Source: an optimization exercise on an open RTL-to-GDS flow (aim: small area, a short achievable clock period and few clock cycles per item). Production flows keep margins and buffers that such runs may drop. In this exercise RTL edits were held to simulation tests only and were not proved equivalent to the original.

==> flow/design.v <==
module mandel_iter_pipe #(
    parameter int WIDTH  = 16,
    parameter int FRAC   = 13,
    parameter int ITER_W = 8,
    parameter int STAGES = 4
) (
    input  logic              Clk,
    input  logic              Reset,
    input  logic              in_valid,
    output logic              in_ready,
    input  logic [WIDTH-1:0]  in_x,
    input  logic [WIDTH-1:0]  in_y,
    input  logic [WIDTH-1:0]  in_c1,
    input  logic [WIDTH-1:0]  in_c2,
    input  logic [ITER_W-1:0] in_div,
    input  logic              in_done,
    input  logic [ITER_W-1:0] max_iter,
    output logic              out_valid,
    input  logic              out_ready,
    output logic [WIDTH-1:0]  out_x,
    output logic [WIDTH-1:0]  out_y,
    output logic [WIDTH-1:0]  out_c1,
    output logic [WIDTH-1:0]  out_c2,
    output logic [ITER_W-1:0] out_div,
    output logic              out_done
);
    localparam int XW = 2 * WIDTH + 2;
    localparam logic [2*WIDTH:0] ESC_LIM = (2 * WIDTH + 1)'(4) << (2 * FRAC);
    localparam int PW = 1 + 4 * WIDTH + ITER_W + 1;
    localparam int B_DONE  = 0;
    localparam int B_DIV   = 1;
    localparam int B_C2    = B_DIV + ITER_W;
    localparam int B_C1    = B_C2 + WIDTH;
    localparam int B_Y     = B_C1 + WIDTH;
    localparam int B_X     = B_Y + WIDTH;
    localparam int B_VALID = B_X + WIDTH;
    logic [PW-1:0] stage_q  [STAGES];
    logic [PW-1:0] stage_in [STAGES];
    logic [PW-1:0] stage_d  [STAGES];
    logic          en;
    function automatic logic [PW-1:0] step(input logic [PW-1:0] p, input logic [ITER_W-1:0] cap);
        logic signed [WIDTH-1:0]   px, py;
        logic        [WIDTH-1:0]   pc1, pc2;
        logic        [ITER_W-1:0]  pdiv;
        logic                      pdone;
        logic signed [2*WIDTH-1:0] xx, yy, xy;
        logic        [2*WIDTH:0]   mag;
        logic signed [XW-1:0]      xx_e, yy_e, xy_e, c1_e, c2_e, nx, ny;
        logic        [ITER_W:0]    div_inc;
        logic                      esc, ovf_x, ovf_y;
        logic        [PW-1:0]      r;
        px      = p[B_X +: WIDTH];
        py      = p[B_Y +: WIDTH];
        pc1     = p[B_C1 +: WIDTH];
        pc2     = p[B_C2 +: WIDTH];
        pdiv    = p[B_DIV +: ITER_W];
        pdone   = p[B_DONE];
        r       = p;
        xx      = px * px;
        yy      = py * py;
        xy      = px * py;
        mag     = {1'b0, xx} + {1'b0, yy};
        esc     = (mag >= ESC_LIM);
        xx_e    = {{2{xx[2*WIDTH-1]}}, xx};
        yy_e    = {{2{yy[2*WIDTH-1]}}, yy};
        xy_e    = {{2{xy[2*WIDTH-1]}}, xy};
        c1_e    = {{(XW-WIDTH){pc1[WIDTH-1]}}, pc1};
        c2_e    = {{(XW-WIDTH){pc2[WIDTH-1]}}, pc2};
        nx      = ((xx_e - yy_e) >>> FRAC) + c1_e;
        ny      = ((xy_e <<< 1) >>> FRAC) + c2_e;
        ovf_x   = !((&nx[XW-1:WIDTH-1]) || !(|nx[XW-1:WIDTH-1]));
        ovf_y   = !((&ny[XW-1:WIDTH-1]) || !(|ny[XW-1:WIDTH-1]));
        div_inc = {1'b0, pdiv} + 1'b1;
        if (pdone) begin
            r = p;
        end else if (esc || ovf_x || ovf_y) begin
            r[B_DONE] = 1'b1;
        end else if (&pdiv) begin
            r[B_DONE] = 1'b1;
        end else begin
            r[B_X +: WIDTH]    = nx[WIDTH-1:0];
            r[B_Y +: WIDTH]    = ny[WIDTH-1:0];
            r[B_DIV +: ITER_W] = div_inc[ITER_W-1:0];
            r[B_DONE]          = (div_inc >= {1'b0, cap});
        end
        step = r;
    endfunction
    assign en       = out_ready | ~out_valid;
    assign in_ready = en;
    assign stage_in[0] = {in_valid, in_x, in_y, in_c1, in_c2, in_div, in_done};
    genvar s;
    generate
        for (s = 0; s < STAGES; s++) begin : g_stage
            if (s > 0) begin : g_link
                assign stage_in[s] = stage_q[s-1];
            end
            assign stage_d[s] = step(stage_in[s], max_iter);
            always_ff @(posedge Clk or posedge Reset) begin
                if (Reset) begin
                    stage_q[s] <= '0;
                end else if (en) begin
                    stage_q[s] <= stage_d[s];
                end
            end
        end
    endgenerate
    assign out_valid = stage_q[STAGES-1][B_VALID];
    assign out_x     = stage_q[STAGES-1][B_X +: WIDTH];
    assign out_y     = stage_q[STAGES-1][B_Y +: WIDTH];
    assign out_c1    = stage_q[STAGES-1][B_C1 +: WIDTH];
    assign out_c2    = stage_q[STAGES-1][B_C2 +: WIDTH];
    assign out_div   = stage_q[STAGES-1][B_DIV +: ITER_W];
    assign out_done  = stage_q[STAGES-1][B_DONE];
endmodule
==> flow/run.sh <==
#!/bin/bash
# synth_recipe.tcl (not shown) runs the flow's synth.tcl, then flattens the netlist and writes it again
# the make line also repeats each setting of config.mk as NAME=value (left out here)
make -C /OpenROAD-flow-scripts/flow DESIGN_CONFIG=/design/flow/config.mk WORK_HOME=/design/flow/orfs CLKGATE_MAP_FILE= SYNTH_SCRIPT=/design/flow/synth_recipe.tcl finish
==> flow/config.mk <==
export PLATFORM = sky130hd
export DESIGN_NAME = mandel_iter_pipe
export DESIGN_NICKNAME = mandel_iter_pipe
export VERILOG_FILES = /design/flow/design.v
export SDC_FILE = /design/flow/constraint.sdc
export NUM_CORES = 4
export LEC_CHECK = 0
export CAP_MARGIN = 20
export CORE_MARGIN = 2
export CORE_UTILIZATION = 40
export SLEW_MARGIN = 20
==> flow/constraint.sdc <==
create_clock -name core_clock -period 14.0 [get_ports {Clk}]
set_input_delay 2.8000 -clock core_clock [delete_from_list [all_inputs] [get_ports {Clk}]]
set_output_delay 2.8000 -clock core_clock [all_outputs]
set_load 0.01 [all_outputs]
==> impl_metrics.yaml <==
run_status:
  status: "no timing/DRC/antenna violations"
timing:
  slew_headroom_pct: 22.6
  tightest_slew_ps: 1160
  hold_viol: 0
  rsz0062_at_grt: "no"
  setup_violations: 0
  fin_tns_setup_ps: 0
  fmax_mhz: 75.2
  slew_viol_final: 0
  fin_crit_sh_pct: 94.9
  final.setup_skew_ps: 38.2
  layout_min_cycle_time_ps: 13290
synthesis:
  yosys_warnings: 4
  ys.flop_type: "dfrtp_1"
  synth-async-reset-ratio_pct: 100
  synth_compound_area_share_pct: 7.48
  syn_avg_cell_area_um2: 8.82
  synthSimpleGateAreaFrac_pct: 13.3
  syn_area_um2: 138000
  yosysTopAreaCell: "fa_1"
  yosysTopAreaCellShare_pct: 43.0
  muxShareOfSynthArea_pct: 0.768
  ys_top_cells_by_area: "fa_1 43%, ha_1 13%, inv_1 11%, dfrtp_1 5.4%, nand2_1 5.2%"
  synth_top_family_by_area: "adder cells"
  synth_nets: 20100
  netlist-cell-type-count: 96
  yosysMostFrequentCell: "inv_1"
  synth_adder_area_share_pct: 56.2
  ys_seq_area_share_pct: 5.38
  synth_edf_count: 0
  syn_inst: 15600
  synth-seq-cells: 296
  synth_xor_area_share_pct: 4.25
  synth_common_cells: "4022 x inv_1, 2957 x fa_1, 1898 x nand2_1, 1459 x ha_1, 658 x nor2_1"
layout:
  drive_gt1_share_pct: 3.15
  area_delta_synth_final_pct: 6.70
  top_regs: "stage_q (296)"
  largest_reg_flops: 296
  design_area_um2: 147000
  nets: 20100
  regMostFlops: "stage_q"
  fill_cells: 34200
global_routing:
  grt_pass1_wl_mm: 626
  grt_max_degree: 90
  antenna_found_initial: 10
  gr-usage-all-layers_pct: 23.3
  grt_pass1_vias: 108000
  gr-total-overflow: 0
min_path:
  hold_depth: 2
  hp-class: "flop to flop"
setup_path:
  worstSetupEndpointType: "flop"
  cp_slowest_stage_delay_ps: 670
  worst-path-max-fanout: 23
  worstSetupPathType: "input port to flop"
  slowest_stage: "clkdlybuf4s50_1"
  path_buf_inv: 10
  crit_top_cell: "o21ai_0"
  r2r_cells: 43
  crit_path_start_kind: "input port"
  arrival_ps: 13810
  critPathTopFamily: "compound AO/OA/AOI/OAI gates"
  path_depth: 47
  crit_required_ps: 14520
detailed_routing:
  final_antenna_net_count: 0
  routed_wl_mm: 396
  drt-wirelength-per-cell_um: 19.6
  dr.first_iter.drc_count: 6038
  first_pass_iters: 5
  vias: 101000
  drc: 0
  via_per_inst: 5.02
cts:
  clk_latency_ps: 690
  h-tree-depth: 2
  cts_sinks: 296
  clockBufferDepth: 3
  ctsRootBufferMaster: "clkbuf_16"
  cts_made_buffers: 44
  cts_tree: "done"
  post-cts-setup-buffers: 0
  post_cts_resized: 0
  clk_pin_slew_worst_paths_ps: 60
  holdBufCountCts: 0
place:
  place_hpwl_mm: 339
  port-buffer-count: 159
  placed_cell_area_um2: 145000
  gp_congestion: 0.942
die:
  design.die.area_um2: 349000
  die_h_um: 591
  io_pins: 160
  start_util_pct: 40.2
  core_um2: 343000
  chipWidth_um: 591
  rows: 215
flow_run:
  drv_cap: 0
placed cells by master (no fill, tap or decap), drive strengths merged, types with 22 or more instances in the layout:
cell / netlist / final
nand4: 32 / 32
nor2: 658 / 658
o21ai: 319 / 319
nor3: 114 / 114
xnor2: 478 / 478
a2111oi: 32 / 32
a21oi: 441 / 441
o2111ai: 22 / 22
nand2b: 170 / 170
o311ai: 33 / 33
or3: 46 / 46
fa: 2957 / 2957
clkinv: 17 / 26
a31oi: 44 / 44
inv: 4029 / 4036
clkdlybuf4s50: 0 / 158
nand3b: 23 / 23
nand3: 137 / 137
clkbuf: 509 / 52
o21a: 93 / 93
o21bai: 74 / 74
nand2: 1898 / 1898
a31o: 26 / 26
a21boi: 24 / 24
mux2i: 99 / 99
or2: 25 / 25
a211oi: 59 / 59
and3: 74 / 74
xor2: 184 / 184
ha: 1459 / 1459
o31ai: 27 / 27
nor2b: 89 / 89
dfrtp: 296 / 296
a21o: 174 / 174
o211ai: 43 / 43
and2: 644 / 644
buf: 39 / 318
final timing paths:
| check | from | to | slack [ps] |
|---|---|---|---|
| max | in_y[1] | stage_q[0][66]$_DFFE_PP0P_ | 710 |
| min | stage_q[2][73]$_DFFE_PP0P_ | stage_q[2][73]$_DFFE_PP0P_ | 460 |
| max reg2reg | stage_q[0][44]$_DFFE_PP0P_ | stage_q[1][46]$_DFFE_PP0P_ | 960 |
| min reg2reg | stage_q[2][73]$_DFFE_PP0P_ | stage_q[2][73]$_DFFE_PP0P_ | 460 |
| max in group asynchronous | Reset | stage_q[2][7]$_DFFE_PP0P_ | 9880 |
| min in group asynchronous | Reset | stage_q[1][23]$_DFFE_PP0P_ | 2670 |
tightest hold or removal path, delay by kind of cell (launching register included):
| family | cells | cell delay, ps |
|---|---|---|
| flip-flops | 1 | 340 |
| AND/OR/NAND/NOR | 2 | 100 |
cell families (layout without fill, tap and decap cells):
| family | after synthesis | after routing |
|---|---|---|
| xor gates and xnor gates | 664 | 664 |
| AOI/OAI and AO/OA | 1567 | 1567 |
| muxes | 105 | 105 |
| buffers and inverters | 4594 | 4602 |
| DFF | 296 | 296 |
| adders and majority gates | 4416 | 4416 |
| other | 0 | 3 |
| and+or+nand+nor | 3984 | 3984 |
final cells by class:
cell class	instances	area [um2]	area share [%]
multi-input cells	10700	113000	76.9
inverters	4046	15200	10.3
flip-flops and latches	296	7410	5.04
well taps	4557	5700	3.88
repair buffers	476	4070	2.77
clock buffers	52	1190	0.811
clock inverters	28	362	0.246
diodes	3	7.51	0.00511
per-stage QoR:
step	util [%]	worst slack [ps]	hold WS [ps]	instances
3_5_place_dp	42.4	168	456	20100
6_report	42.9	710	461	20200
4_1_cts	42.9	535	470	20200
3_3_place_gp	42.4	153	440	20100
5_1_grt	42.9	70.4	497	20200
2_1_floorplan	-	1630	430	15600
metal layers:
metal	track usage [%]	up-vias	share of wire (%)
met5	0	-	0.0063
met3	2.37	530	4.9
met1	29.9	51600	42
met2	39.8	2400	48
li1	-	46800	-
met4	10.2	4	5.3
Testbench counts, summed over its fixed seeds: cycles 3,232, items 3,200.

afterwards: timing with drivers on the ports:
Ports are ideal in the flow. The routed layout listed here was re-timed in OpenROAD. Step 1: set_driving_cell puts a clkbuf_16 on Clk and a buf_2 on each other input, an assumption about the parent block. Step 2 moves the port delays by t, midway between the first and last clock arrival at a register: inputs arrive t later, outputs are due t later. That takes back most of the time a late clock gives input paths. Slacks: no drivers / after step 1 / after step 2; pairs: no drivers / after step 1.
t (ns): 0.760
setup WS [ns]: 0.710 / 0.767 / 0.007
pins driven straight from the clock port: 1
After both steps setup and hold are still met in this run. For this run, drivers alone change the setup slack by +0.057 ns; drivers and shift together by -0.703 ns.
